This design comes from an exercise in tuning for small area, a short achievable clock period and few clock cycles on the open sky130 flow, not from production work. The RTL of this run was laid out without a check of its function. Power figures rest on the tool's default switching activity, not on a simulated workload.

[flow/flow/run.sh]
#!/bin/bash
set -o pipefail
export SETUP_SLACK_MARGIN=6.5
bash standard.sh > standard.log 2>&1
[flow/constraint.sdc]
create_clock -name core_clock -period 10.0 [get_ports {clk}]
set_input_delay 2.0000 -clock core_clock [delete_from_list [all_inputs] [get_ports {clk}]]
set_output_delay 2.0000 -clock core_clock [all_outputs]
set_load 0.01 [all_outputs]
[flow/config.mk]
export PLATFORM = sky130hd
export DESIGN_NAME = dsp_slice_top
export DESIGN_NICKNAME = dsp_slice_top
export VERILOG_FILES = /design/flow/design.v
export SDC_FILE = /design/flow/constraint.sdc
export NUM_CORES = 4
export LEC_CHECK = 0
export ABC_CLOCK_PERIOD_IN_PS = 3000
export CAP_MARGIN = 20
export CORE_MARGIN = 2
export CORE_UTILIZATION = 40
export SLEW_MARGIN = 20
[flow/standard.sh]
#!/bin/bash
# synth_recipe.tcl (not shown) runs the flow's synth.tcl, then flattens the netlist and writes it again
# the make line also repeats each setting of config.mk as NAME=value (left out here)
make -C /OpenROAD-flow-scripts/flow DESIGN_CONFIG=/design/flow/config.mk WORK_HOME=/design/flow/orfs CLKGATE_MAP_FILE= SYNTH_SCRIPT=/design/flow/synth_recipe.tcl "${@:-finish}"
[flow/design.v]
`timescale 1ns/1ps
package dsp_pkg;
	localparam int a_width = 27;
	localparam int b_width = 18;
	localparam int p_width = 48;
	localparam int lane_width = 12;  
	localparam int lane_count = 4;
	localparam logic [2:0] addr_a = 3'd0;
	localparam logic [2:0] addr_b = 3'd1;
	localparam logic [2:0] addr_c_lo = 3'd2;
	localparam logic [2:0] addr_c_hi = 3'd3;
	localparam logic [2:0] addr_ctrl = 3'd4;
	localparam logic [2:0] addr_p_lo = 3'd5;  
	localparam logic [2:0] addr_p_hi = 3'd6;  
	typedef enum logic [1:0] {
		op_mul_add = 2'b00,
		op_mul_acc = 2'b01,
		op_add = 2'b10,
		op_acc = 2'b11
	} opcode_e;
	typedef enum logic [1:0] {
		mode_27x18 = 2'b00,  
		mode_48 = 2'b01,
		mode_24 = 2'b10,
		mode_12 = 2'b11
	} simd_mode_e;
endpackage
`timescale 1ns/1ps
`timescale 1ns/1ps
module dsp_csa_tree (
	input logic [26:0] a,
	input logic [5:0] bq,
	input logic [48:0] r1,
	input logic [48:0] r2,
	input logic [47:0] w,
	input logic cin,
	input logic kill12,
	input logic kill24,
	input logic kill36,
	output logic [48:0] s,
	output logic [48:0] c
);
	logic [26:0] pp0;
	logic [26:0] pp1;
	logic [26:0] pp2;
	logic [26:0] pp3;
	logic [26:0] pp4;
	logic [26:0] pp5;
	assign pp0 = a & {27{bq[0]}};
	assign pp1 = a & {27{bq[1]}};
	assign pp2 = a & {27{bq[2]}};
	assign pp3 = a & {27{bq[3]}};
	assign pp4 = a & {27{bq[4]}};
	assign pp5 = a & {27{bq[5]}};
	logic hs1;
	logic hc2;
	logic fs3;
	logic fc4;
	logic hs5;
	logic hc6;
	logic fs7;
	logic fc8;
	logic fs9;
	logic fc10;
	logic hs11;
	logic hc12;
	logic fs13;
	logic fc14;
	logic fs15;
	logic fc16;
	logic fs17;
	logic fc18;
	logic fs19;
	logic fc20;
	logic fs21;
	logic fc22;
	logic fs23;
	logic fc24;
	logic fs25;
	logic fc26;
	logic fs27;
	logic fc28;
	logic fs29;
	logic fc30;
	logic fs31;
	logic fc32;
	logic fs33;
	logic fc34;
	logic fs35;
	logic fc36;
	logic fs37;
	logic fc38;
	logic g39;
	logic fs40;
	logic fc41;
	logic g42;
	logic fs43;
	logic fc44;
	logic g45;
	logic fs46;
	logic fc47;
	logic fs48;
	logic fc49;
	logic fs50;
	logic fc51;
	logic fs52;
	logic fc53;
	logic fs54;
	logic fc55;
	logic fs56;
	logic fc57;
	logic fs58;
	logic fc59;
	logic fs60;
	logic fc61;
	logic fs62;
	logic fc63;
	logic fs64;
	logic fc65;
	logic fs66;
	logic fc67;
	logic fs68;
	logic fc69;
	logic fs70;
	logic fc71;
	logic fs72;
	logic fc73;
	logic fs74;
	logic fc75;
	logic fs76;
	logic fc77;
	logic fs78;
	logic fc79;
	logic fs80;
	logic fc81;
	logic fs82;
	logic fc83;
	logic fs84;
	logic fc85;
	logic fs86;
	logic fc87;
	logic fs88;
	logic fc89;
	logic fs90;
	logic fc91;
	logic fs92;
	logic fc93;
	logic fs94;
	logic fc95;
	logic fs96;
	logic fc97;
	logic fs98;
	logic fc99;
	logic fs100;
	logic fc101;
	logic fs102;
	logic fc103;
	logic fs104;
	logic fc105;
	logic fs106;
	logic fc107;
	logic fs108;
	logic fc109;
	logic fs110;
	logic fc111;
	logic fs112;
	logic fc113;
	logic g114;
	logic fs115;
	logic fc116;
	logic g117;
	logic fs118;
	logic fc119;
	logic g120;
	logic fs121;
	logic fc122;
	logic fs123;
	logic fc124;
	logic fs125;
	logic fc126;
	logic fs127;
	logic fc128;
	logic fs129;
	logic fc130;
	logic fs131;
	logic fc132;
	logic fs133;
	logic fc134;
	logic fs135;
	logic fc136;
	logic fs137;
	logic fc138;
	logic fs139;
	logic fc140;
	logic fs141;
	logic fc142;
	logic hs143;
	logic hc144;
	logic fs145;
	logic fc146;
	logic fs147;
	logic fc148;
	logic fs149;
	logic fc150;
	logic hs151;
	logic hc152;
	logic fs153;
	logic fc154;
	logic hs155;
	logic hc156;
	logic fs157;
	logic fc158;
	logic fs159;
	logic fc160;
	logic fs161;
	logic fc162;
	logic fs163;
	logic fc164;
	logic fs165;
	logic fc166;
	logic fs167;
	logic fc168;
	logic fs169;
	logic fc170;
	logic fs171;
	logic fc172;
	logic fs173;
	logic fc174;
	logic fs175;
	logic fc176;
	logic fs177;
	logic fc178;
	logic fs179;
	logic fc180;
	logic fs181;
	logic fc182;
	logic fs183;
	logic fc184;
	logic fs185;
	logic fc186;
	logic g187;
	logic fs188;
	logic fc189;
	logic g190;
	logic fs191;
	logic fc192;
	logic fs193;
	logic fc194;
	logic fs195;
	logic fc196;
	logic fs197;
	logic fc198;
	logic fs199;
	logic fc200;
	logic fs201;
	logic fc202;
	logic fs203;
	logic fc204;
	logic fs205;
	logic fc206;
	logic fs207;
	logic fc208;
	logic fs209;
	logic fc210;
	logic fs211;
	logic fc212;
	logic fs213;
	logic fc214;
	logic fs215;
	logic fc216;
	logic fs217;
	logic fc218;
	logic fs219;
	logic fc220;
	logic fs221;
	logic fc222;
	logic fs223;
	logic fc224;
	logic fs225;
	logic fc226;
	logic fs227;
	logic fc228;
	logic fs229;
	logic fc230;
	logic fs231;
	logic fc232;
	logic fs233;
	logic fc234;
	logic fs235;
	logic fc236;
	logic g237;
	logic fs238;
	logic fc239;
	logic g240;
	logic fs241;
	logic fc242;
	logic fs243;
	logic fc244;
	logic fs245;
	logic fc246;
	logic fs247;
	logic fc248;
	logic fs249;
	logic fc250;
	logic fs251;
	logic fc252;
	logic fs253;
	logic fc254;
	logic fs255;
	logic fc256;
	logic fs257;
	logic fc258;
	logic fs259;
	logic fc260;
	logic fs261;
	logic fc262;
	logic fs263;
	logic fc264;
	logic fs265;
	logic fc266;
	logic fs267;
	logic fc268;
	logic fs269;
	logic fc270;
	logic hs271;
	logic hc272;
	logic fs273;
	logic fc274;
	logic fs275;
	logic fc276;
	logic fs277;
	logic fc278;
	logic fs279;
	logic fc280;
	logic fs281;
	logic fc282;
	logic fs283;
	logic fc284;
	logic fs285;
	logic fc286;
	logic fs287;
	logic fc288;
	logic fs289;
	logic fc290;
	logic fs291;
	logic fc292;
	logic fs293;
	logic fc294;
	logic g295;
	logic fs296;
	logic fc297;
	logic fs298;
	logic fc299;
	logic fs300;
	logic fc301;
	logic fs302;
	logic fc303;
	logic fs304;
	logic fc305;
	logic fs306;
	logic fc307;
	logic fs308;
	logic fc309;
	logic fs310;
	logic fc311;
	logic fs312;
	logic fc313;
	logic fs314;
	logic fc315;
	logic fs316;
	logic fc317;
	logic fs318;
	logic fc319;
	logic g320;
	logic fs321;
	logic fc322;
	logic fs323;
	logic fc324;
	logic fs325;
	logic fc326;
	logic fs327;
	logic fc328;
	logic fs329;
	logic fc330;
	logic fs331;
	logic fc332;
	logic fs333;
	logic fc334;
	logic fs335;
	logic fc336;
	logic fs337;
	logic fc338;
	logic hs339;
	logic hc340;
	logic hs341;
	logic hc342;
	logic hs343;
	logic hc344;
	logic g345;
	logic hs346;
	logic hc347;
	logic hs348;
	logic hc349;
	logic hs350;
	logic hc351;
	logic hs352;
	logic hc353;
	logic hs354;
	logic hc355;
	logic hs356;
	logic hc357;
	logic hs358;
	logic hc359;
	logic hs360;
	logic hc361;
	logic hs362;
	logic hc363;
	logic hs364;
	logic hc365;
	logic hs366;
	logic hc367;
	logic hs368;
	logic hc369;
	logic hs370;
	logic hc371;
	logic fs372;
	logic fc373;
	logic fs374;
	logic fc375;
	logic fs376;
	logic fc377;
	logic fs378;
	logic fc379;
	logic fs380;
	logic fc381;
	logic fs382;
	logic fc383;
	logic fs384;
	logic fc385;
	logic fs386;
	logic fc387;
	logic fs388;
	logic fc389;
	logic fs390;
	logic fc391;
	logic fs392;
	logic fc393;
	logic g394;
	logic fs395;
	logic fc396;
	logic fs397;
	logic fc398;
	logic fs399;
	logic fc400;
	logic fs401;
	logic fc402;
	logic fs403;
	logic fc404;
	logic fs405;
	logic fc406;
	logic fs407;
	logic fc408;
	logic fs409;
	logic fc410;
	logic fs411;
	logic fc412;
	logic fs413;
	logic fc414;
	logic fs415;
	logic fc416;
	logic fs417;
	logic fc418;
	logic g419;
	logic fs420;
	logic fc421;
	logic fs422;
	logic fc423;
	logic fs424;
	logic fc425;
	logic fs426;
	logic fc427;
	logic fs428;
	logic fc429;
	logic fs430;
	logic fc431;
	logic fs432;
	logic fc433;
	logic fs434;
	logic fc435;
	logic fs436;
	logic fc437;
	logic fs438;
	logic fc439;
	logic fs440;
	logic fc441;
	logic fs442;
	logic fc443;
	logic g444;
	logic fs445;
	logic fc446;
	logic fs447;
	logic fc448;
	logic fs449;
	logic fc450;
	logic fs451;
	logic fc452;
	logic fs453;
	logic fc454;
	logic fs455;
	logic fc456;
	logic fs457;
	logic fc458;
	logic fs459;
	logic fc460;
	logic fs461;
	logic fc462;
	logic fs463;
	logic fc464;
	logic fs465;
	logic fc466;
	logic fs467;
	logic fc468;
	logic fs469;
	logic fc470;
	assign hs1 = pp0[4] ^ pp1[3];
	assign hc2 = pp0[4] & pp1[3];
	assign fs3 = pp0[5] ^ pp1[4] ^ pp2[3];
	assign fc4 = (pp0[5] & pp1[4]) | (pp0[5] & pp2[3]) | (pp1[4] & pp2[3]);
	assign hs5 = pp3[2] ^ pp4[1];
	assign hc6 = pp3[2] & pp4[1];
	assign fs7 = pp0[6] ^ pp1[5] ^ pp2[4];
	assign fc8 = (pp0[6] & pp1[5]) | (pp0[6] & pp2[4]) | (pp1[5] & pp2[4]);
	assign fs9 = pp3[3] ^ pp4[2] ^ pp5[1];
	assign fc10 = (pp3[3] & pp4[2]) | (pp3[3] & pp5[1]) | (pp4[2] & pp5[1]);
	assign hs11 = r1[6] ^ r2[6];
	assign hc12 = r1[6] & r2[6];
	assign fs13 = pp0[7] ^ pp1[6] ^ pp2[5];
	assign fc14 = (pp0[7] & pp1[6]) | (pp0[7] & pp2[5]) | (pp1[6] & pp2[5]);
	assign fs15 = pp3[4] ^ pp4[3] ^ pp5[2];
	assign fc16 = (pp3[4] & pp4[3]) | (pp3[4] & pp5[2]) | (pp4[3] & pp5[2]);
	assign fs17 = r1[7] ^ r2[7] ^ w[7];
	assign fc18 = (r1[7] & r2[7]) | (r1[7] & w[7]) | (r2[7] & w[7]);
	assign fs19 = pp0[8] ^ pp1[7] ^ pp2[6];
	assign fc20 = (pp0[8] & pp1[7]) | (pp0[8] & pp2[6]) | (pp1[7] & pp2[6]);
	assign fs21 = pp3[5] ^ pp4[4] ^ pp5[3];
	assign fc22 = (pp3[5] & pp4[4]) | (pp3[5] & pp5[3]) | (pp4[4] & pp5[3]);
	assign fs23 = r1[8] ^ r2[8] ^ w[8];
	assign fc24 = (r1[8] & r2[8]) | (r1[8] & w[8]) | (r2[8] & w[8]);
	assign fs25 = pp0[9] ^ pp1[8] ^ pp2[7];
	assign fc26 = (pp0[9] & pp1[8]) | (pp0[9] & pp2[7]) | (pp1[8] & pp2[7]);
	assign fs27 = pp3[6] ^ pp4[5] ^ pp5[4];
	assign fc28 = (pp3[6] & pp4[5]) | (pp3[6] & pp5[4]) | (pp4[5] & pp5[4]);
	assign fs29 = r1[9] ^ r2[9] ^ w[9];
	assign fc30 = (r1[9] & r2[9]) | (r1[9] & w[9]) | (r2[9] & w[9]);
	assign fs31 = pp0[10] ^ pp1[9] ^ pp2[8];
	assign fc32 = (pp0[10] & pp1[9]) | (pp0[10] & pp2[8]) | (pp1[9] & pp2[8]);
	assign fs33 = pp3[7] ^ pp4[6] ^ pp5[5];
	assign fc34 = (pp3[7] & pp4[6]) | (pp3[7] & pp5[5]) | (pp4[6] & pp5[5]);
	assign fs35 = r1[10] ^ r2[10] ^ w[10];
	assign fc36 = (r1[10] & r2[10]) | (r1[10] & w[10]) | (r2[10] & w[10]);
	assign fs37 = pp0[11] ^ pp1[10] ^ pp2[9];
	assign fc38 = (pp0[11] & pp1[10]) | (pp0[11] & pp2[9]) | (pp1[10] & pp2[9]);
	assign g39 = fc38 & ~kill12;
	assign fs40 = pp3[8] ^ pp4[7] ^ pp5[6];
	assign fc41 = (pp3[8] & pp4[7]) | (pp3[8] & pp5[6]) | (pp4[7] & pp5[6]);
	assign g42 = fc41 & ~kill12;
	assign fs43 = r1[11] ^ r2[11] ^ w[11];
	assign fc44 = (r1[11] & r2[11]) | (r1[11] & w[11]) | (r2[11] & w[11]);
	assign g45 = fc44 & ~kill12;
	assign fs46 = pp0[12] ^ pp1[11] ^ pp2[10];
	assign fc47 = (pp0[12] & pp1[11]) | (pp0[12] & pp2[10]) | (pp1[11] & pp2[10]);
	assign fs48 = pp3[9] ^ pp4[8] ^ pp5[7];
	assign fc49 = (pp3[9] & pp4[8]) | (pp3[9] & pp5[7]) | (pp4[8] & pp5[7]);
	assign fs50 = r1[12] ^ r2[12] ^ w[12];
	assign fc51 = (r1[12] & r2[12]) | (r1[12] & w[12]) | (r2[12] & w[12]);
	assign fs52 = pp0[13] ^ pp1[12] ^ pp2[11];
	assign fc53 = (pp0[13] & pp1[12]) | (pp0[13] & pp2[11]) | (pp1[12] & pp2[11]);
	assign fs54 = pp3[10] ^ pp4[9] ^ pp5[8];
	assign fc55 = (pp3[10] & pp4[9]) | (pp3[10] & pp5[8]) | (pp4[9] & pp5[8]);
	assign fs56 = r1[13] ^ r2[13] ^ w[13];
	assign fc57 = (r1[13] & r2[13]) | (r1[13] & w[13]) | (r2[13] & w[13]);
	assign fs58 = pp0[14] ^ pp1[13] ^ pp2[12];
	assign fc59 = (pp0[14] & pp1[13]) | (pp0[14] & pp2[12]) | (pp1[13] & pp2[12]);
	assign fs60 = pp3[11] ^ pp4[10] ^ pp5[9];
	assign fc61 = (pp3[11] & pp4[10]) | (pp3[11] & pp5[9]) | (pp4[10] & pp5[9]);
	assign fs62 = r1[14] ^ r2[14] ^ w[14];
	assign fc63 = (r1[14] & r2[14]) | (r1[14] & w[14]) | (r2[14] & w[14]);
	assign fs64 = pp0[15] ^ pp1[14] ^ pp2[13];
	assign fc65 = (pp0[15] & pp1[14]) | (pp0[15] & pp2[13]) | (pp1[14] & pp2[13]);
	assign fs66 = pp3[12] ^ pp4[11] ^ pp5[10];
	assign fc67 = (pp3[12] & pp4[11]) | (pp3[12] & pp5[10]) | (pp4[11] & pp5[10]);
	assign fs68 = r1[15] ^ r2[15] ^ w[15];
	assign fc69 = (r1[15] & r2[15]) | (r1[15] & w[15]) | (r2[15] & w[15]);
	assign fs70 = pp0[16] ^ pp1[15] ^ pp2[14];
	assign fc71 = (pp0[16] & pp1[15]) | (pp0[16] & pp2[14]) | (pp1[15] & pp2[14]);
	assign fs72 = pp3[13] ^ pp4[12] ^ pp5[11];
	assign fc73 = (pp3[13] & pp4[12]) | (pp3[13] & pp5[11]) | (pp4[12] & pp5[11]);
	assign fs74 = r1[16] ^ r2[16] ^ w[16];
	assign fc75 = (r1[16] & r2[16]) | (r1[16] & w[16]) | (r2[16] & w[16]);
	assign fs76 = pp0[17] ^ pp1[16] ^ pp2[15];
	assign fc77 = (pp0[17] & pp1[16]) | (pp0[17] & pp2[15]) | (pp1[16] & pp2[15]);
	assign fs78 = pp3[14] ^ pp4[13] ^ pp5[12];
	assign fc79 = (pp3[14] & pp4[13]) | (pp3[14] & pp5[12]) | (pp4[13] & pp5[12]);
	assign fs80 = r1[17] ^ r2[17] ^ w[17];
	assign fc81 = (r1[17] & r2[17]) | (r1[17] & w[17]) | (r2[17] & w[17]);
	assign fs82 = pp0[18] ^ pp1[17] ^ pp2[16];
	assign fc83 = (pp0[18] & pp1[17]) | (pp0[18] & pp2[16]) | (pp1[17] & pp2[16]);
	assign fs84 = pp3[15] ^ pp4[14] ^ pp5[13];
	assign fc85 = (pp3[15] & pp4[14]) | (pp3[15] & pp5[13]) | (pp4[14] & pp5[13]);
	assign fs86 = r1[18] ^ r2[18] ^ w[18];
	assign fc87 = (r1[18] & r2[18]) | (r1[18] & w[18]) | (r2[18] & w[18]);
	assign fs88 = pp0[19] ^ pp1[18] ^ pp2[17];
	assign fc89 = (pp0[19] & pp1[18]) | (pp0[19] & pp2[17]) | (pp1[18] & pp2[17]);
	assign fs90 = pp3[16] ^ pp4[15] ^ pp5[14];
	assign fc91 = (pp3[16] & pp4[15]) | (pp3[16] & pp5[14]) | (pp4[15] & pp5[14]);
	assign fs92 = r1[19] ^ r2[19] ^ w[19];
	assign fc93 = (r1[19] & r2[19]) | (r1[19] & w[19]) | (r2[19] & w[19]);
	assign fs94 = pp0[20] ^ pp1[19] ^ pp2[18];
	assign fc95 = (pp0[20] & pp1[19]) | (pp0[20] & pp2[18]) | (pp1[19] & pp2[18]);
	assign fs96 = pp3[17] ^ pp4[16] ^ pp5[15];
	assign fc97 = (pp3[17] & pp4[16]) | (pp3[17] & pp5[15]) | (pp4[16] & pp5[15]);
	assign fs98 = r1[20] ^ r2[20] ^ w[20];
	assign fc99 = (r1[20] & r2[20]) | (r1[20] & w[20]) | (r2[20] & w[20]);
	assign fs100 = pp0[21] ^ pp1[20] ^ pp2[19];
	assign fc101 = (pp0[21] & pp1[20]) | (pp0[21] & pp2[19]) | (pp1[20] & pp2[19]);
	assign fs102 = pp3[18] ^ pp4[17] ^ pp5[16];
	assign fc103 = (pp3[18] & pp4[17]) | (pp3[18] & pp5[16]) | (pp4[17] & pp5[16]);
	assign fs104 = r1[21] ^ r2[21] ^ w[21];
	assign fc105 = (r1[21] & r2[21]) | (r1[21] & w[21]) | (r2[21] & w[21]);
	assign fs106 = pp0[22] ^ pp1[21] ^ pp2[20];
	assign fc107 = (pp0[22] & pp1[21]) | (pp0[22] & pp2[20]) | (pp1[21] & pp2[20]);
	assign fs108 = pp3[19] ^ pp4[18] ^ pp5[17];
	assign fc109 = (pp3[19] & pp4[18]) | (pp3[19] & pp5[17]) | (pp4[18] & pp5[17]);
	assign fs110 = r1[22] ^ r2[22] ^ w[22];
	assign fc111 = (r1[22] & r2[22]) | (r1[22] & w[22]) | (r2[22] & w[22]);
	assign fs112 = pp0[23] ^ pp1[22] ^ pp2[21];
	assign fc113 = (pp0[23] & pp1[22]) | (pp0[23] & pp2[21]) | (pp1[22] & pp2[21]);
	assign g114 = fc113 & ~kill24;
	assign fs115 = pp3[20] ^ pp4[19] ^ pp5[18];
	assign fc116 = (pp3[20] & pp4[19]) | (pp3[20] & pp5[18]) | (pp4[19] & pp5[18]);
	assign g117 = fc116 & ~kill24;
	assign fs118 = r1[23] ^ r2[23] ^ w[23];
	assign fc119 = (r1[23] & r2[23]) | (r1[23] & w[23]) | (r2[23] & w[23]);
	assign g120 = fc119 & ~kill24;
	assign fs121 = pp0[24] ^ pp1[23] ^ pp2[22];
	assign fc122 = (pp0[24] & pp1[23]) | (pp0[24] & pp2[22]) | (pp1[23] & pp2[22]);
	assign fs123 = pp3[21] ^ pp4[20] ^ pp5[19];
	assign fc124 = (pp3[21] & pp4[20]) | (pp3[21] & pp5[19]) | (pp4[20] & pp5[19]);
	assign fs125 = r1[24] ^ r2[24] ^ w[24];
	assign fc126 = (r1[24] & r2[24]) | (r1[24] & w[24]) | (r2[24] & w[24]);
	assign fs127 = pp0[25] ^ pp1[24] ^ pp2[23];
	assign fc128 = (pp0[25] & pp1[24]) | (pp0[25] & pp2[23]) | (pp1[24] & pp2[23]);
	assign fs129 = pp3[22] ^ pp4[21] ^ pp5[20];
	assign fc130 = (pp3[22] & pp4[21]) | (pp3[22] & pp5[20]) | (pp4[21] & pp5[20]);
	assign fs131 = r1[25] ^ r2[25] ^ w[25];
	assign fc132 = (r1[25] & r2[25]) | (r1[25] & w[25]) | (r2[25] & w[25]);
	assign fs133 = pp0[26] ^ pp1[25] ^ pp2[24];
	assign fc134 = (pp0[26] & pp1[25]) | (pp0[26] & pp2[24]) | (pp1[25] & pp2[24]);
	assign fs135 = pp3[23] ^ pp4[22] ^ pp5[21];
	assign fc136 = (pp3[23] & pp4[22]) | (pp3[23] & pp5[21]) | (pp4[22] & pp5[21]);
	assign fs137 = r1[26] ^ r2[26] ^ w[26];
	assign fc138 = (r1[26] & r2[26]) | (r1[26] & w[26]) | (r2[26] & w[26]);
	assign fs139 = pp1[26] ^ pp2[25] ^ pp3[24];
	assign fc140 = (pp1[26] & pp2[25]) | (pp1[26] & pp3[24]) | (pp2[25] & pp3[24]);
	assign fs141 = pp4[23] ^ pp5[22] ^ r1[27];
	assign fc142 = (pp4[23] & pp5[22]) | (pp4[23] & r1[27]) | (pp5[22] & r1[27]);
	assign hs143 = r2[27] ^ w[27];
	assign hc144 = r2[27] & w[27];
	assign fs145 = pp2[26] ^ pp3[25] ^ pp4[24];
	assign fc146 = (pp2[26] & pp3[25]) | (pp2[26] & pp4[24]) | (pp3[25] & pp4[24]);
	assign fs147 = pp5[23] ^ r1[28] ^ r2[28];
	assign fc148 = (pp5[23] & r1[28]) | (pp5[23] & r2[28]) | (r1[28] & r2[28]);
	assign fs149 = pp3[26] ^ pp4[25] ^ pp5[24];
	assign fc150 = (pp3[26] & pp4[25]) | (pp3[26] & pp5[24]) | (pp4[25] & pp5[24]);
	assign hs151 = pp0[2] ^ pp1[1];
	assign hc152 = pp0[2] & pp1[1];
	assign fs153 = pp0[3] ^ pp1[2] ^ pp2[1];
	assign fc154 = (pp0[3] & pp1[2]) | (pp0[3] & pp2[1]) | (pp1[2] & pp2[1]);
	assign hs155 = pp3[0] ^ r1[3];
	assign hc156 = pp3[0] & r1[3];
	assign fs157 = pp2[2] ^ pp3[1] ^ pp4[0];
	assign fc158 = (pp2[2] & pp3[1]) | (pp2[2] & pp4[0]) | (pp3[1] & pp4[0]);
	assign fs159 = r1[4] ^ w[4] ^ hs1;
	assign fc160 = (r1[4] & w[4]) | (r1[4] & hs1) | (w[4] & hs1);
	assign fs161 = pp5[0] ^ r1[5] ^ w[5];
	assign fc162 = (pp5[0] & r1[5]) | (pp5[0] & w[5]) | (r1[5] & w[5]);
	assign fs163 = fs3 ^ hs5 ^ hc2;
	assign fc164 = (fs3 & hs5) | (fs3 & hc2) | (hs5 & hc2);
	assign fs165 = w[6] ^ fs7 ^ fs9;
	assign fc166 = (w[6] & fs7) | (w[6] & fs9) | (fs7 & fs9);
	assign fs167 = hs11 ^ fc4 ^ hc6;
	assign fc168 = (hs11 & fc4) | (hs11 & hc6) | (fc4 & hc6);
	assign fs169 = fs13 ^ fs15 ^ fs17;
	assign fc170 = (fs13 & fs15) | (fs13 & fs17) | (fs15 & fs17);
	assign fs171 = fc8 ^ fc10 ^ hc12;
	assign fc172 = (fc8 & fc10) | (fc8 & hc12) | (fc10 & hc12);
	assign fs173 = fs19 ^ fs21 ^ fs23;
	assign fc174 = (fs19 & fs21) | (fs19 & fs23) | (fs21 & fs23);
	assign fs175 = fc14 ^ fc16 ^ fc18;
	assign fc176 = (fc14 & fc16) | (fc14 & fc18) | (fc16 & fc18);
	assign fs177 = fs25 ^ fs27 ^ fs29;
	assign fc178 = (fs25 & fs27) | (fs25 & fs29) | (fs27 & fs29);
	assign fs179 = fc20 ^ fc22 ^ fc24;
	assign fc180 = (fc20 & fc22) | (fc20 & fc24) | (fc22 & fc24);
	assign fs181 = fs31 ^ fs33 ^ fs35;
	assign fc182 = (fs31 & fs33) | (fs31 & fs35) | (fs33 & fs35);
	assign fs183 = fc26 ^ fc28 ^ fc30;
	assign fc184 = (fc26 & fc28) | (fc26 & fc30) | (fc28 & fc30);
	assign fs185 = fs37 ^ fs40 ^ fs43;
	assign fc186 = (fs37 & fs40) | (fs37 & fs43) | (fs40 & fs43);
	assign g187 = fc186 & ~kill12;
	assign fs188 = fc32 ^ fc34 ^ fc36;
	assign fc189 = (fc32 & fc34) | (fc32 & fc36) | (fc34 & fc36);
	assign g190 = fc189 & ~kill12;
	assign fs191 = fs46 ^ fs48 ^ fs50;
	assign fc192 = (fs46 & fs48) | (fs46 & fs50) | (fs48 & fs50);
	assign fs193 = g39 ^ g42 ^ g45;
	assign fc194 = (g39 & g42) | (g39 & g45) | (g42 & g45);
	assign fs195 = fs52 ^ fs54 ^ fs56;
	assign fc196 = (fs52 & fs54) | (fs52 & fs56) | (fs54 & fs56);
	assign fs197 = fc47 ^ fc49 ^ fc51;
	assign fc198 = (fc47 & fc49) | (fc47 & fc51) | (fc49 & fc51);
	assign fs199 = fs58 ^ fs60 ^ fs62;
	assign fc200 = (fs58 & fs60) | (fs58 & fs62) | (fs60 & fs62);
	assign fs201 = fc53 ^ fc55 ^ fc57;
	assign fc202 = (fc53 & fc55) | (fc53 & fc57) | (fc55 & fc57);
	assign fs203 = fs64 ^ fs66 ^ fs68;
	assign fc204 = (fs64 & fs66) | (fs64 & fs68) | (fs66 & fs68);
	assign fs205 = fc59 ^ fc61 ^ fc63;
	assign fc206 = (fc59 & fc61) | (fc59 & fc63) | (fc61 & fc63);
	assign fs207 = fs70 ^ fs72 ^ fs74;
	assign fc208 = (fs70 & fs72) | (fs70 & fs74) | (fs72 & fs74);
	assign fs209 = fc65 ^ fc67 ^ fc69;
	assign fc210 = (fc65 & fc67) | (fc65 & fc69) | (fc67 & fc69);
	assign fs211 = fs76 ^ fs78 ^ fs80;
	assign fc212 = (fs76 & fs78) | (fs76 & fs80) | (fs78 & fs80);
	assign fs213 = fc71 ^ fc73 ^ fc75;
	assign fc214 = (fc71 & fc73) | (fc71 & fc75) | (fc73 & fc75);
	assign fs215 = fs82 ^ fs84 ^ fs86;
	assign fc216 = (fs82 & fs84) | (fs82 & fs86) | (fs84 & fs86);
	assign fs217 = fc77 ^ fc79 ^ fc81;
	assign fc218 = (fc77 & fc79) | (fc77 & fc81) | (fc79 & fc81);
	assign fs219 = fs88 ^ fs90 ^ fs92;
	assign fc220 = (fs88 & fs90) | (fs88 & fs92) | (fs90 & fs92);
	assign fs221 = fc83 ^ fc85 ^ fc87;
	assign fc222 = (fc83 & fc85) | (fc83 & fc87) | (fc85 & fc87);
	assign fs223 = fs94 ^ fs96 ^ fs98;
	assign fc224 = (fs94 & fs96) | (fs94 & fs98) | (fs96 & fs98);
	assign fs225 = fc89 ^ fc91 ^ fc93;
	assign fc226 = (fc89 & fc91) | (fc89 & fc93) | (fc91 & fc93);
	assign fs227 = fs100 ^ fs102 ^ fs104;
	assign fc228 = (fs100 & fs102) | (fs100 & fs104) | (fs102 & fs104);
	assign fs229 = fc95 ^ fc97 ^ fc99;
	assign fc230 = (fc95 & fc97) | (fc95 & fc99) | (fc97 & fc99);
	assign fs231 = fs106 ^ fs108 ^ fs110;
	assign fc232 = (fs106 & fs108) | (fs106 & fs110) | (fs108 & fs110);
	assign fs233 = fc101 ^ fc103 ^ fc105;
	assign fc234 = (fc101 & fc103) | (fc101 & fc105) | (fc103 & fc105);
	assign fs235 = fs112 ^ fs115 ^ fs118;
	assign fc236 = (fs112 & fs115) | (fs112 & fs118) | (fs115 & fs118);
	assign g237 = fc236 & ~kill24;
	assign fs238 = fc107 ^ fc109 ^ fc111;
	assign fc239 = (fc107 & fc109) | (fc107 & fc111) | (fc109 & fc111);
	assign g240 = fc239 & ~kill24;
	assign fs241 = fs121 ^ fs123 ^ fs125;
	assign fc242 = (fs121 & fs123) | (fs121 & fs125) | (fs123 & fs125);
	assign fs243 = g114 ^ g117 ^ g120;
	assign fc244 = (g114 & g117) | (g114 & g120) | (g117 & g120);
	assign fs245 = fs127 ^ fs129 ^ fs131;
	assign fc246 = (fs127 & fs129) | (fs127 & fs131) | (fs129 & fs131);
	assign fs247 = fc122 ^ fc124 ^ fc126;
	assign fc248 = (fc122 & fc124) | (fc122 & fc126) | (fc124 & fc126);
	assign fs249 = fs133 ^ fs135 ^ fs137;
	assign fc250 = (fs133 & fs135) | (fs133 & fs137) | (fs135 & fs137);
	assign fs251 = fc128 ^ fc130 ^ fc132;
	assign fc252 = (fc128 & fc130) | (fc128 & fc132) | (fc130 & fc132);
	assign fs253 = fs139 ^ fs141 ^ hs143;
	assign fc254 = (fs139 & fs141) | (fs139 & hs143) | (fs141 & hs143);
	assign fs255 = fc134 ^ fc136 ^ fc138;
	assign fc256 = (fc134 & fc136) | (fc134 & fc138) | (fc136 & fc138);
	assign fs257 = w[28] ^ fs145 ^ fs147;
	assign fc258 = (w[28] & fs145) | (w[28] & fs147) | (fs145 & fs147);
	assign fs259 = fc140 ^ fc142 ^ hc144;
	assign fc260 = (fc140 & fc142) | (fc140 & hc144) | (fc142 & hc144);
	assign fs261 = r1[29] ^ r2[29] ^ w[29];
	assign fc262 = (r1[29] & r2[29]) | (r1[29] & w[29]) | (r2[29] & w[29]);
	assign fs263 = fs149 ^ fc146 ^ fc148;
	assign fc264 = (fs149 & fc146) | (fs149 & fc148) | (fc146 & fc148);
	assign fs265 = pp4[26] ^ pp5[25] ^ r1[30];
	assign fc266 = (pp4[26] & pp5[25]) | (pp4[26] & r1[30]) | (pp5[25] & r1[30]);
	assign fs267 = r2[30] ^ w[30] ^ fc150;
	assign fc268 = (r2[30] & w[30]) | (r2[30] & fc150) | (w[30] & fc150);
	assign fs269 = pp5[26] ^ r1[31] ^ r2[31];
	assign fc270 = (pp5[26] & r1[31]) | (pp5[26] & r2[31]) | (r1[31] & r2[31]);
	assign hs271 = pp0[0] ^ r1[0];
	assign hc272 = pp0[0] & r1[0];
	assign fs273 = pp0[1] ^ pp1[0] ^ r1[1];
	assign fc274 = (pp0[1] & pp1[0]) | (pp0[1] & r1[1]) | (pp1[0] & r1[1]);
	assign fs275 = pp2[0] ^ r1[2] ^ w[2];
	assign fc276 = (pp2[0] & r1[2]) | (pp2[0] & w[2]) | (r1[2] & w[2]);
	assign fs277 = w[3] ^ fs153 ^ hs155;
	assign fc278 = (w[3] & fs153) | (w[3] & hs155) | (fs153 & hs155);
	assign fs279 = fs157 ^ fc154 ^ hc156;
	assign fc280 = (fs157 & fc154) | (fs157 & hc156) | (fc154 & hc156);
	assign fs281 = fs161 ^ fc158 ^ fs163;
	assign fc282 = (fs161 & fc158) | (fs161 & fs163) | (fc158 & fs163);
	assign fs283 = fc162 ^ fs165 ^ fs167;
	assign fc284 = (fc162 & fs165) | (fc162 & fs167) | (fs165 & fs167);
	assign fs285 = fs169 ^ fs171 ^ fc166;
	assign fc286 = (fs169 & fs171) | (fs169 & fc166) | (fs171 & fc166);
	assign fs287 = fs173 ^ fs175 ^ fc170;
	assign fc288 = (fs173 & fs175) | (fs173 & fc170) | (fs175 & fc170);
	assign fs289 = fs177 ^ fs179 ^ fc174;
	assign fc290 = (fs177 & fs179) | (fs177 & fc174) | (fs179 & fc174);
	assign fs291 = fs181 ^ fs183 ^ fc178;
	assign fc292 = (fs181 & fs183) | (fs181 & fc178) | (fs183 & fc178);
	assign fs293 = fs185 ^ fs188 ^ fc182;
	assign fc294 = (fs185 & fs188) | (fs185 & fc182) | (fs188 & fc182);
	assign g295 = fc294 & ~kill12;
	assign fs296 = fs191 ^ fs193 ^ g187;
	assign fc297 = (fs191 & fs193) | (fs191 & g187) | (fs193 & g187);
	assign fs298 = fs195 ^ fs197 ^ fc192;
	assign fc299 = (fs195 & fs197) | (fs195 & fc192) | (fs197 & fc192);
	assign fs300 = fs199 ^ fs201 ^ fc196;
	assign fc301 = (fs199 & fs201) | (fs199 & fc196) | (fs201 & fc196);
	assign fs302 = fs203 ^ fs205 ^ fc200;
	assign fc303 = (fs203 & fs205) | (fs203 & fc200) | (fs205 & fc200);
	assign fs304 = fs207 ^ fs209 ^ fc204;
	assign fc305 = (fs207 & fs209) | (fs207 & fc204) | (fs209 & fc204);
	assign fs306 = fs211 ^ fs213 ^ fc208;
	assign fc307 = (fs211 & fs213) | (fs211 & fc208) | (fs213 & fc208);
	assign fs308 = fs215 ^ fs217 ^ fc212;
	assign fc309 = (fs215 & fs217) | (fs215 & fc212) | (fs217 & fc212);
	assign fs310 = fs219 ^ fs221 ^ fc216;
	assign fc311 = (fs219 & fs221) | (fs219 & fc216) | (fs221 & fc216);
	assign fs312 = fs223 ^ fs225 ^ fc220;
	assign fc313 = (fs223 & fs225) | (fs223 & fc220) | (fs225 & fc220);
	assign fs314 = fs227 ^ fs229 ^ fc224;
	assign fc315 = (fs227 & fs229) | (fs227 & fc224) | (fs229 & fc224);
	assign fs316 = fs231 ^ fs233 ^ fc228;
	assign fc317 = (fs231 & fs233) | (fs231 & fc228) | (fs233 & fc228);
	assign fs318 = fs235 ^ fs238 ^ fc232;
	assign fc319 = (fs235 & fs238) | (fs235 & fc232) | (fs238 & fc232);
	assign g320 = fc319 & ~kill24;
	assign fs321 = fs241 ^ fs243 ^ g237;
	assign fc322 = (fs241 & fs243) | (fs241 & g237) | (fs243 & g237);
	assign fs323 = fs245 ^ fs247 ^ fc242;
	assign fc324 = (fs245 & fs247) | (fs245 & fc242) | (fs247 & fc242);
	assign fs325 = fs249 ^ fs251 ^ fc246;
	assign fc326 = (fs249 & fs251) | (fs249 & fc246) | (fs251 & fc246);
	assign fs327 = fs253 ^ fs255 ^ fc250;
	assign fc328 = (fs253 & fs255) | (fs253 & fc250) | (fs255 & fc250);
	assign fs329 = fs257 ^ fs259 ^ fc254;
	assign fc330 = (fs257 & fs259) | (fs257 & fc254) | (fs259 & fc254);
	assign fs331 = fs261 ^ fs263 ^ fc258;
	assign fc332 = (fs261 & fs263) | (fs261 & fc258) | (fs263 & fc258);
	assign fs333 = fs265 ^ fc262 ^ fs267;
	assign fc334 = (fs265 & fc262) | (fs265 & fs267) | (fc262 & fs267);
	assign fs335 = w[31] ^ fs269 ^ fc266;
	assign fc336 = (w[31] & fs269) | (w[31] & fc266) | (fs269 & fc266);
	assign fs337 = r1[32] ^ r2[32] ^ w[32];
	assign fc338 = (r1[32] & r2[32]) | (r1[32] & w[32]) | (r2[32] & w[32]);
	assign hs339 = r1[33] ^ r2[33];
	assign hc340 = r1[33] & r2[33];
	assign hs341 = r1[34] ^ r2[34];
	assign hc342 = r1[34] & r2[34];
	assign hs343 = r1[35] ^ r2[35];
	assign hc344 = r1[35] & r2[35];
	assign g345 = hc344 & ~kill36;
	assign hs346 = r1[36] ^ r2[36];
	assign hc347 = r1[36] & r2[36];
	assign hs348 = r1[37] ^ r2[37];
	assign hc349 = r1[37] & r2[37];
	assign hs350 = r1[38] ^ r2[38];
	assign hc351 = r1[38] & r2[38];
	assign hs352 = r1[39] ^ r2[39];
	assign hc353 = r1[39] & r2[39];
	assign hs354 = r1[40] ^ r2[40];
	assign hc355 = r1[40] & r2[40];
	assign hs356 = r1[41] ^ r2[41];
	assign hc357 = r1[41] & r2[41];
	assign hs358 = r1[42] ^ r2[42];
	assign hc359 = r1[42] & r2[42];
	assign hs360 = r1[43] ^ r2[43];
	assign hc361 = r1[43] & r2[43];
	assign hs362 = r1[44] ^ r2[44];
	assign hc363 = r1[44] & r2[44];
	assign hs364 = r1[45] ^ r2[45];
	assign hc365 = r1[45] & r2[45];
	assign hs366 = r1[46] ^ r2[46];
	assign hc367 = r1[46] & r2[46];
	assign hs368 = r1[47] ^ r2[47];
	assign hc369 = r1[47] & r2[47];
	assign hs370 = w[0] ^ cin;
	assign hc371 = w[0] & cin;
	assign fs372 = w[1] ^ fs273 ^ hc272;
	assign fc373 = (w[1] & fs273) | (w[1] & hc272) | (fs273 & hc272);
	assign fs374 = hs151 ^ fs275 ^ fc274;
	assign fc375 = (hs151 & fs275) | (hs151 & fc274) | (fs275 & fc274);
	assign fs376 = hc152 ^ fc276 ^ fs277;
	assign fc377 = (hc152 & fc276) | (hc152 & fs277) | (fc276 & fs277);
	assign fs378 = fs159 ^ fs279 ^ fc278;
	assign fc379 = (fs159 & fs279) | (fs159 & fc278) | (fs279 & fc278);
	assign fs380 = fc160 ^ fc280 ^ fs281;
	assign fc381 = (fc160 & fc280) | (fc160 & fs281) | (fc280 & fs281);
	assign fs382 = fc164 ^ fs283 ^ fc282;
	assign fc383 = (fc164 & fs283) | (fc164 & fc282) | (fs283 & fc282);
	assign fs384 = fc168 ^ fs285 ^ fc284;
	assign fc385 = (fc168 & fs285) | (fc168 & fc284) | (fs285 & fc284);
	assign fs386 = fc172 ^ fs287 ^ fc286;
	assign fc387 = (fc172 & fs287) | (fc172 & fc286) | (fs287 & fc286);
	assign fs388 = fc176 ^ fs289 ^ fc288;
	assign fc389 = (fc176 & fs289) | (fc176 & fc288) | (fs289 & fc288);
	assign fs390 = fc180 ^ fs291 ^ fc290;
	assign fc391 = (fc180 & fs291) | (fc180 & fc290) | (fs291 & fc290);
	assign fs392 = fc184 ^ fs293 ^ fc292;
	assign fc393 = (fc184 & fs293) | (fc184 & fc292) | (fs293 & fc292);
	assign g394 = fc393 & ~kill12;
	assign fs395 = g190 ^ fs296 ^ g295;
	assign fc396 = (g190 & fs296) | (g190 & g295) | (fs296 & g295);
	assign fs397 = fc194 ^ fs298 ^ fc297;
	assign fc398 = (fc194 & fs298) | (fc194 & fc297) | (fs298 & fc297);
	assign fs399 = fc198 ^ fs300 ^ fc299;
	assign fc400 = (fc198 & fs300) | (fc198 & fc299) | (fs300 & fc299);
	assign fs401 = fc202 ^ fs302 ^ fc301;
	assign fc402 = (fc202 & fs302) | (fc202 & fc301) | (fs302 & fc301);
	assign fs403 = fc206 ^ fs304 ^ fc303;
	assign fc404 = (fc206 & fs304) | (fc206 & fc303) | (fs304 & fc303);
	assign fs405 = fc210 ^ fs306 ^ fc305;
	assign fc406 = (fc210 & fs306) | (fc210 & fc305) | (fs306 & fc305);
	assign fs407 = fc214 ^ fs308 ^ fc307;
	assign fc408 = (fc214 & fs308) | (fc214 & fc307) | (fs308 & fc307);
	assign fs409 = fc218 ^ fs310 ^ fc309;
	assign fc410 = (fc218 & fs310) | (fc218 & fc309) | (fs310 & fc309);
	assign fs411 = fc222 ^ fs312 ^ fc311;
	assign fc412 = (fc222 & fs312) | (fc222 & fc311) | (fs312 & fc311);
	assign fs413 = fc226 ^ fs314 ^ fc313;
	assign fc414 = (fc226 & fs314) | (fc226 & fc313) | (fs314 & fc313);
	assign fs415 = fc230 ^ fs316 ^ fc315;
	assign fc416 = (fc230 & fs316) | (fc230 & fc315) | (fs316 & fc315);
	assign fs417 = fc234 ^ fs318 ^ fc317;
	assign fc418 = (fc234 & fs318) | (fc234 & fc317) | (fs318 & fc317);
	assign g419 = fc418 & ~kill24;
	assign fs420 = g240 ^ fs321 ^ g320;
	assign fc421 = (g240 & fs321) | (g240 & g320) | (fs321 & g320);
	assign fs422 = fc244 ^ fs323 ^ fc322;
	assign fc423 = (fc244 & fs323) | (fc244 & fc322) | (fs323 & fc322);
	assign fs424 = fc248 ^ fs325 ^ fc324;
	assign fc425 = (fc248 & fs325) | (fc248 & fc324) | (fs325 & fc324);
	assign fs426 = fc252 ^ fs327 ^ fc326;
	assign fc427 = (fc252 & fs327) | (fc252 & fc326) | (fs327 & fc326);
	assign fs428 = fc256 ^ fs329 ^ fc328;
	assign fc429 = (fc256 & fs329) | (fc256 & fc328) | (fs329 & fc328);
	assign fs430 = fc260 ^ fs331 ^ fc330;
	assign fc431 = (fc260 & fs331) | (fc260 & fc330) | (fs331 & fc330);
	assign fs432 = fc264 ^ fs333 ^ fc332;
	assign fc433 = (fc264 & fs333) | (fc264 & fc332) | (fs333 & fc332);
	assign fs434 = fc268 ^ fs335 ^ fc334;
	assign fc435 = (fc268 & fs335) | (fc268 & fc334) | (fs335 & fc334);
	assign fs436 = fc270 ^ fs337 ^ fc336;
	assign fc437 = (fc270 & fs337) | (fc270 & fc336) | (fs337 & fc336);
	assign fs438 = w[33] ^ hs339 ^ fc338;
	assign fc439 = (w[33] & hs339) | (w[33] & fc338) | (hs339 & fc338);
	assign fs440 = w[34] ^ hs341 ^ hc340;
	assign fc441 = (w[34] & hs341) | (w[34] & hc340) | (hs341 & hc340);
	assign fs442 = w[35] ^ hs343 ^ hc342;
	assign fc443 = (w[35] & hs343) | (w[35] & hc342) | (hs343 & hc342);
	assign g444 = fc443 & ~kill36;
	assign fs445 = w[36] ^ hs346 ^ g345;
	assign fc446 = (w[36] & hs346) | (w[36] & g345) | (hs346 & g345);
	assign fs447 = w[37] ^ hs348 ^ hc347;
	assign fc448 = (w[37] & hs348) | (w[37] & hc347) | (hs348 & hc347);
	assign fs449 = w[38] ^ hs350 ^ hc349;
	assign fc450 = (w[38] & hs350) | (w[38] & hc349) | (hs350 & hc349);
	assign fs451 = w[39] ^ hs352 ^ hc351;
	assign fc452 = (w[39] & hs352) | (w[39] & hc351) | (hs352 & hc351);
	assign fs453 = w[40] ^ hs354 ^ hc353;
	assign fc454 = (w[40] & hs354) | (w[40] & hc353) | (hs354 & hc353);
	assign fs455 = w[41] ^ hs356 ^ hc355;
	assign fc456 = (w[41] & hs356) | (w[41] & hc355) | (hs356 & hc355);
	assign fs457 = w[42] ^ hs358 ^ hc357;
	assign fc458 = (w[42] & hs358) | (w[42] & hc357) | (hs358 & hc357);
	assign fs459 = w[43] ^ hs360 ^ hc359;
	assign fc460 = (w[43] & hs360) | (w[43] & hc359) | (hs360 & hc359);
	assign fs461 = w[44] ^ hs362 ^ hc361;
	assign fc462 = (w[44] & hs362) | (w[44] & hc361) | (hs362 & hc361);
	assign fs463 = w[45] ^ hs364 ^ hc363;
	assign fc464 = (w[45] & hs364) | (w[45] & hc363) | (hs364 & hc363);
	assign fs465 = w[46] ^ hs366 ^ hc365;
	assign fc466 = (w[46] & hs366) | (w[46] & hc365) | (hs366 & hc365);
	assign fs467 = w[47] ^ hs368 ^ hc367;
	assign fc468 = (w[47] & hs368) | (w[47] & hc367) | (hs368 & hc367);
	assign fs469 = r1[48] ^ r2[48] ^ hc369;
	assign fc470 = (r1[48] & r2[48]) | (r1[48] & hc369) | (r2[48] & hc369);
	assign s = {fs469, fs467, fs465, fs463, fs461, fs459, fs457, fs455, fs453, fs451, fs449, fs447, fs445, fs442, fs440, fs438, fs436, fs434, fs432, fs430, fs428, fs426, fs424, fs422, fs420, fs417, fs415, fs413, fs411, fs409, fs407, fs405, fs403, fs401, fs399, fs397, fs395, fs392, fs390, fs388, fs386, fs384, fs382, fs380, fs378, fs376, fs374, fs372, hs271};
	assign c = {fc468, fc466, fc464, fc462, fc460, fc458, fc456, fc454, fc452, fc450, fc448, fc446, g444, fc441, fc439, fc437, fc435, fc433, fc431, fc429, fc427, fc425, fc423, fc421, g419, fc416, fc414, fc412, fc410, fc408, fc406, fc404, fc402, fc400, fc398, fc396, g394, fc391, fc389, fc387, fc385, fc383, fc381, fc379, fc377, fc375, fc373, hc371, hs370};
endmodule
`timescale 1ns/1ps
module dsp_simd_adder (
	input logic [dsp_pkg::p_width:0] s,
	input logic [dsp_pkg::p_width:0] c,
	input logic split12,  
	input logic split24,  
	output logic [dsp_pkg::p_width:0] sum
);
	localparam int lw = dsp_pkg::lane_width;
	logic [dsp_pkg::p_width+3:0] wide_s;
	logic [dsp_pkg::p_width+3:0] wide_c;
	logic [dsp_pkg::p_width+3:0] wide_sum;
	assign wide_s = {s[4*lw], s[4*lw-1:3*lw], ~split12, s[3*lw-1:2*lw], ~split24, s[2*lw-1:lw], ~split12, s[lw-1:0]};
	assign wide_c = {c[4*lw], c[4*lw-1:3*lw], 1'b0, c[3*lw-1:2*lw], 1'b0, c[2*lw-1:lw], 1'b0, c[lw-1:0]};
	assign wide_sum = wide_s + wide_c;
	assign sum = {wide_sum[4*lw+3:3*lw+3], wide_sum[3*lw+1:2*lw+2], wide_sum[2*lw:lw+1], wide_sum[lw-1:0]};
endmodule
`timescale 1ns/1ps
`timescale 1ns/1ps
`timescale 1ns/1ps
`timescale 1ns/1ps
module dsp_slice_top (
	input logic clk,
	input logic reset,
	input logic wb_cyc,
	input logic wb_stb,
	input logic wb_we,
	input logic [2:0] wb_adr,
	input logic [31:0] wb_dat_w,
	output logic [31:0] wb_dat_r,
	output logic wb_ack
);
	localparam int aw = dsp_pkg::a_width;
	localparam int bw = dsp_pkg::b_width;
	localparam int pw = dsp_pkg::p_width;
	logic req;
	logic we_a, we_b, we_c_lo, we_c_hi, we_ctrl;
	logic [aw-1:0] a;
	logic [bw-1:0] b;
	logic [pw-1:0] c;
	logic [1:0] opcode;
	logic [1:0] mode;
	logic cin;
	logic [pw-1:0] p;
	logic cout;
	logic step1, step2, exec, fin;
	logic [5:0] bq;  
	logic [pw:0] sc_s, sc_c;
	assign req = wb_cyc & wb_stb & ~wb_ack & ~(wb_we & (wb_adr == dsp_pkg::addr_ctrl) & step1);
	assign we_a = req & wb_we & (wb_adr == dsp_pkg::addr_a);
	assign we_b = req & wb_we & (wb_adr == dsp_pkg::addr_b);
	assign we_c_lo = req & wb_we & (wb_adr == dsp_pkg::addr_c_lo);
	assign we_c_hi = req & wb_we & (wb_adr == dsp_pkg::addr_c_hi);
	assign we_ctrl = req & wb_we & (wb_adr == dsp_pkg::addr_ctrl);
	always_ff @(posedge clk) begin
		if (reset) begin
			wb_ack <= 1'b0;
			a <= '0;
			b <= '0;
			c <= '0;
			opcode <= 2'd0;
			mode <= 2'd0;
			cin <= 1'b0;
		end else begin
			wb_ack <= req;
			if (we_a) a <= wb_dat_w[aw-1:0];
			if (we_b) b <= wb_dat_w[bw-1:0];
			if (we_c_lo) c[31:0] <= wb_dat_w;
			if (we_c_hi) c[pw-1:32] <= wb_dat_w[pw-33:0];
			if (we_ctrl) begin
				opcode <= wb_dat_w[1:0];
				mode <= wb_dat_w[3:2];
				cin <= wb_dat_w[4];
			end
		end
	end
	always_ff @(posedge clk) begin
		if (reset) begin
			step1 <= 1'b0;
			step2 <= 1'b0;
			exec <= 1'b0;
			fin <= 1'b0;
			bq <= '0;
		end else begin
			step1 <= we_a | we_b | exec;  
			step2 <= step1;
			exec <= we_ctrl;
			fin <= exec;
			if (we_ctrl)
				bq <= wb_dat_w[1] ? 6'd0 : b[5:0];  
			else if (we_b)
				bq <= wb_dat_w[17:12];
			else if (we_a | exec)
				bq <= b[17:12];
			else if (step1)
				bq <= b[11:6];
			else if (step2)
				bq <= b[5:0];
		end
	end
	logic feedback;
	logic [pw:0] r1, r2;
	logic [pw-1:0] w_row;
	logic [pw-1:0] x_op;
	logic split12, split24;
	assign feedback = (step2 & ~step1) | (exec & ~opcode[1]);
	assign x_op = opcode[0] ? c : {{(pw - aw - bw){1'b0}}, a, b};
	assign r1 = feedback ? {sc_s[pw-6:0], 6'd0} : ((exec & opcode[1]) ? {1'b0, x_op} : '0);
	assign r2 = feedback ? {sc_c[pw-6:0], 6'd0} : '0;
	assign w_row = exec ? (opcode[0] ? p : c) : '0;
	assign split12 = opcode[1] & (mode == 2'd3);
	assign split24 = opcode[1] & mode[1];
	logic [pw:0] t_s, t_c;
	dsp_csa_tree u_tree (
		.a(a),
		.bq(bq),
		.r1(r1),
		.r2(r2),
		.w(w_row),
		.cin(exec & ~split24 & cin),
		.kill12(exec & split12),  
		.kill24(exec & split24),
		.kill36(exec & split12),
		.s(t_s),
		.c(t_c)
	);
	always_ff @(posedge clk) begin
		if (reset) begin
			sc_s <= '0;
			sc_c <= '0;
		end else if (step1 | step2 | exec) begin
			sc_s <= t_s;
			sc_c <= t_c;
		end
	end
	logic [pw:0] sum;
	dsp_simd_adder u_adder (
		.s(sc_s),
		.c(sc_c),
		.split12(split12),
		.split24(split24),
		.sum(sum)
	);
	logic [pw-1:0] p_now;
	logic cout_now;
	assign p_now = fin ? sum[pw-1:0] : p;
	assign cout_now = fin ? sum[pw] : cout;
	always_ff @(posedge clk) begin
		if (reset) begin
			p <= '0;
			cout <= 1'b0;
		end else if (fin) begin
			p <= sum[pw-1:0];
			cout <= sum[pw];
		end
	end
	logic [31:0] rd_data;
	always_comb begin
		case (wb_adr)
			dsp_pkg::addr_a: rd_data = {{(32 - aw){1'b0}}, a};
			dsp_pkg::addr_b: rd_data = {{(32 - bw){1'b0}}, b};
			dsp_pkg::addr_c_lo: rd_data = c[31:0];
			dsp_pkg::addr_c_hi: rd_data = {{(64 - pw){1'b0}}, c[pw-1:32]};
			dsp_pkg::addr_ctrl: rd_data = {27'b0, cin, mode, opcode};
			dsp_pkg::addr_p_lo: rd_data = p_now[31:0];
			dsp_pkg::addr_p_hi: rd_data = {1'b0, 14'b0, cout_now, p_now[pw-1:32]};  
			default: rd_data = '0;
		endcase
	end
	always_ff @(posedge clk) begin
		wb_dat_r <= rd_data;
	end
endmodule
==> summary.txt <==
-- cell type report --
class                           count  area, µm²  share of cell area [%]
Multi-Input combinational cell   1959      15120                   58.90
Sequential cell                   288       5781                   22.52
Timing Repair Buffer              155       1869                   7.283
Clock buffer                       49       1042                   4.061
Tap cell                          696      870.8                   3.393
Inverter                          197      768.2                   2.993
Clock inverter                     19      217.7                  0.8482
-- stage by stage --
step                instances  hold WS (ns)  cell area (µm²)  utilization [%]  total power [mW]
floorplan                2606        0.4356            21700                -             1.231
global placement         3225        0.4461            22740            42.42             1.282
detailed placement       3226        0.4534            22760            42.46             1.282
CTS                      3343        0.4639            25140            46.89             2.691
global route             3363        0.4785            25670            47.88             2.742
finish                   3363        0.4601            25670            47.88             2.686
-- state kept, by name (all words and copies together), names as in the netlist, 2 cells and up --
register	count
sc_s	49
b	18
wb_dat_r	32
opcode	2
p	48
sc_c	49
a	27
mode	2
c	48
bq	6
-- repair_timing --
item | 4_1_cts | 5_1_grt
gates resized for setup | 151 | 128
cloned | 19 | 2
buffers inserted | 30 | 18
hold buffers | 0 | 0
pin swaps | 62 | 81
endpoints found under the setup margin | 211 | 90
-- Yosys cell counts (all sizes together) (16+ instances only) --
| cell | count |
|---|---|
| inv | 195 |
| o22ai | 18 |
| a21o | 27 |
| and2 | 141 |
| xnor2 | 26 |
| mux2i | 132 |
| nor3 | 16 |
| nand3 | 21 |
| nand2 | 549 |
| buf | 28 |
| xor2 | 22 |
| and3 | 16 |
| dfxtp | 288 |
| a21oi | 287 |
| ha | 71 |
| clkbuf | 142 |
| fa | 204 |
| o21ai | 84 |
| nor2 | 150 |
-- power by group through the flow --
stage	clock network [mW]	registers, mW	logic (mW)
after detailed placement	0	1.18	0.0968
after global routing	1.47	1.16	0.117
after floorplan	0	1.18	0.0516
after CTS	1.43	1.16	0.108
after global placement	0	1.18	0.0970
final	1.41	1.16	0.114
-- layer usage --
| layer | global-route usage (%) | vias up | wire, µm |
|---|---|---|---|
| met5 | 0 | - | 8 |
| met4 | 16.30 | 2 | 4916 |
| met3 | 6.121 | 253 | 8445 |
| met2 | 45.59 | 1173 | 37030 |
| met1 | 40.26 | 9925 | 34520 |
| li1 | - | 8689 | - |
-- worst paths after layout --
path | depth (start not counted) | endpoint | slack, ns | startpoint
worst max-delay path | 15 | sc_s[25]$_SDFFE_PP0P_ | 6.26 | exec$_SDFF_PP0_
worst min-delay path | 2 | sc_c[47]$_SDFFE_PP0P_ | 0.46 | sc_c[47]$_SDFFE_PP0P_
worst max register to register | 15 | sc_s[25]$_SDFFE_PP0P_ | 6.26 | exec$_SDFF_PP0_
worst min register to register | 2 | sc_c[47]$_SDFFE_PP0P_ | 0.46 | sc_c[47]$_SDFFE_PP0P_
-- worst max-delay path: cells and delay by family (launching register included) --
kind	cells	cell delay, ns
DFF	1	0.37
AOI/OAI and AO/OA	3	0.49
and+or+nand+nor	2	0.27
buffers and inverters	6	0.46
adders and majority gates	4	2.06
-- kinds of logic (layout without fill, tap and decap cells) --
group	Yosys count	after routing	share of synthesized area, %
simple gates	953	961	19.66
fa+ha+maj	275	275	23.04
buf+inv	367	420	6.498
xor+xnor	48	48	1.948
mux	153	153	7.895
compound gates	522	522	14.25
flops	288	288	26.71
==> results.py <==
metrics = {
    "logic_synthesis": {
        "synth_edf_count": 0,
        "synth-seq-cells": 288,
        "seq_area_frac_synth_pct": 26.71,
        "yosys.area.top_type_share_pct": 26.71,
        "synth.cell_area_um2": 21580,
        "synthTopCellsByArea": "dfxtp_1 (27%), fa_1 (19%), nand2_1 (9.5%)",
        "yosys.area.top_type": "dfxtp_1",
        "yosysUniqueCellTypes": 76,
        "synthArstFlopShare_pct": 0,
        "syn_nets": 2921,
        "synth_flop_cell": "dfxtp_1",
        "synth.avg_cell_area_um2": 8.283,
        "ys.warnings.count": 1,
        "synthesis.instances": 2606,
    },
    "setup_path": {
        "path_max_fanout": 6,
        "critical-path-max-stage-delay_ns": 0.54,
        "cp-end-kind": "register",
        "arrival_ns": 4.23,
        "cp-start-kind": "register",
        "path_class": "register to register",
        "cp_common_cell": "fa_1",
        "worst_path_max_delay_cell": "fa_1",
        "path_cells": "inv_6 > buf_12 > o22ai_4 > buf_12 > inv_16 > nand3_4 > o21ai_2 > fa_1 > inv_1 > fa_1 > fa_1 > inv_1 > fa_2 > nand2_1 > a21oi_1",
        "cp.required_ns": 10.49,
    },
    "clock_network": {
        "cts_made_buffers": 37,
        "clockBufferDepth": 3,
        "cts.clk_slew.worst_paths_ns": 0.06,
        "clk_latency_ns": 0.59,
        "clock-root-buffer": "clkbuf_16",
        "cts_tree": "done",
        "cts.sinks": 288,
        "htree_levels": 2,
    },
    "global_routing": {
        "grt_util_all_layers_pct": 30.07,
        "grt_pass1_wl_um": 126100,
        "antenna_found_initial": 2,
        "overflow": 0,
        "grt_max_degree": 111,
        "grt_pass1_vias": 19560,
    },
    "place": {
        "post-dp-hpwl_um": 58150,
        "io_buffer_count": 72,
        "place_congestion": 0.9538,
        "place_ws_ns": 4.723,
    },
    "sta": {
        "finalSetupTns_ns": 0,
        "finalHoldViolCount": 0,
        "worst_slack_ns": 6.260,
        "clock_skew_ns": 0.02641,
        "worstMarginPinSlew_ns": 0.8521,
        "slew_headroom_pct": 43.12,
        "fin_crit_sh_pct": 37.40,
        "period_minus_slack_ns": 3.740,
        "rsz0062_at_grt": "true",
        "fmax_mhz": 267.4,
        "finalSetupViolations": 0,
        "slew_violations": 0,
    },
    "layout": {
        "final_nets": 2953,
        "fillCellCount": 5179,
        "drive_above_1_share_pct": 13.80,
        "syn2layout_area_growth_pct": 18.91,
        "layout.cells.most_common_list": "nand2_1 (537), dfxtp_1 (282), a21oi_1 (266)",
        "layout_commonest_cell": "nand2_1",
        "n_antenna_cell": 0,
    },
    "drt": {
        "drt_iter0_drc": 2383,
        "wl_per_cell_um": 25.25,
        "drc": 0,
        "vias": 20040,
        "dr.pass1.iters": 8,
        "viasPerCell": 5.960,
        "drt_wl_total_um": 84930,
        "ant_nets": 0,
    },
    "outcome": {
        "status": "no timing/DRC/antenna violations",
    },
    "power": {
        "power_frac_seq_pct": 43.1,
        "swShare_pct": 25.20,
        "power_leakage_nw": 9.591,
        "power_density_nw_per_um2": 104.7,
        "ir_drop_mv": 0.09246,
        "cell_internal_pwr_mw": 2.010,
        "power.switching_mw": 0.6769,
        "clock_power_share_pct": 52.6,
        "combPwrFrac_pct": 4.2,
    },
    "die": {
        "start_util_pct": 40.27,
        "ioPinCount": 73,
        "die_area_um2": 55840,
        "die_h_um": 236.3,
        "core_area_um2": 53600,
        "die_w_um": 236.3,
        "rows": 85,
    },
    "worst_hold_path": {
        "hold_path.class": "register to register",
    },
    "job": {
        "maxCapViolations": 0,
    },
}

## port drivers added, routing unchanged
In the flow no input, the clock included, has a driving cell. The finished layout below was timed again as built, in two steps. Step 1 (the two cells are an assumption about what drives the block):
set clk [get_ports {clk}]
set_driving_cell -lib_cell sky130_fd_sc_hd__clkbuf_16 $clk
set_driving_cell -lib_cell sky130_fd_sc_hd__buf_2 [delete_from_list [all_inputs] $clk]
Step 2 also shifts input and output timing later by t, the mid clock arrival at the registers, as if the neighbouring blocks saw the same clock. Slacks: ideal ports / drivers / drivers and shift; pairs: ideal ports / drivers.
t (ns): 0.633
slack for setup (ns): 6.260 / 6.260 / 5.956
clock arrival spread, ns: 0.027 / 0.026
worst register clock-pin slew, ns: 0.07 / 0.07
cell pins on the clock port's net: 1
After both steps this run still meets setup and hold. For this run, drivers alone change the setup slack by 0.000 ns; drivers and shift together by -0.304 ns.
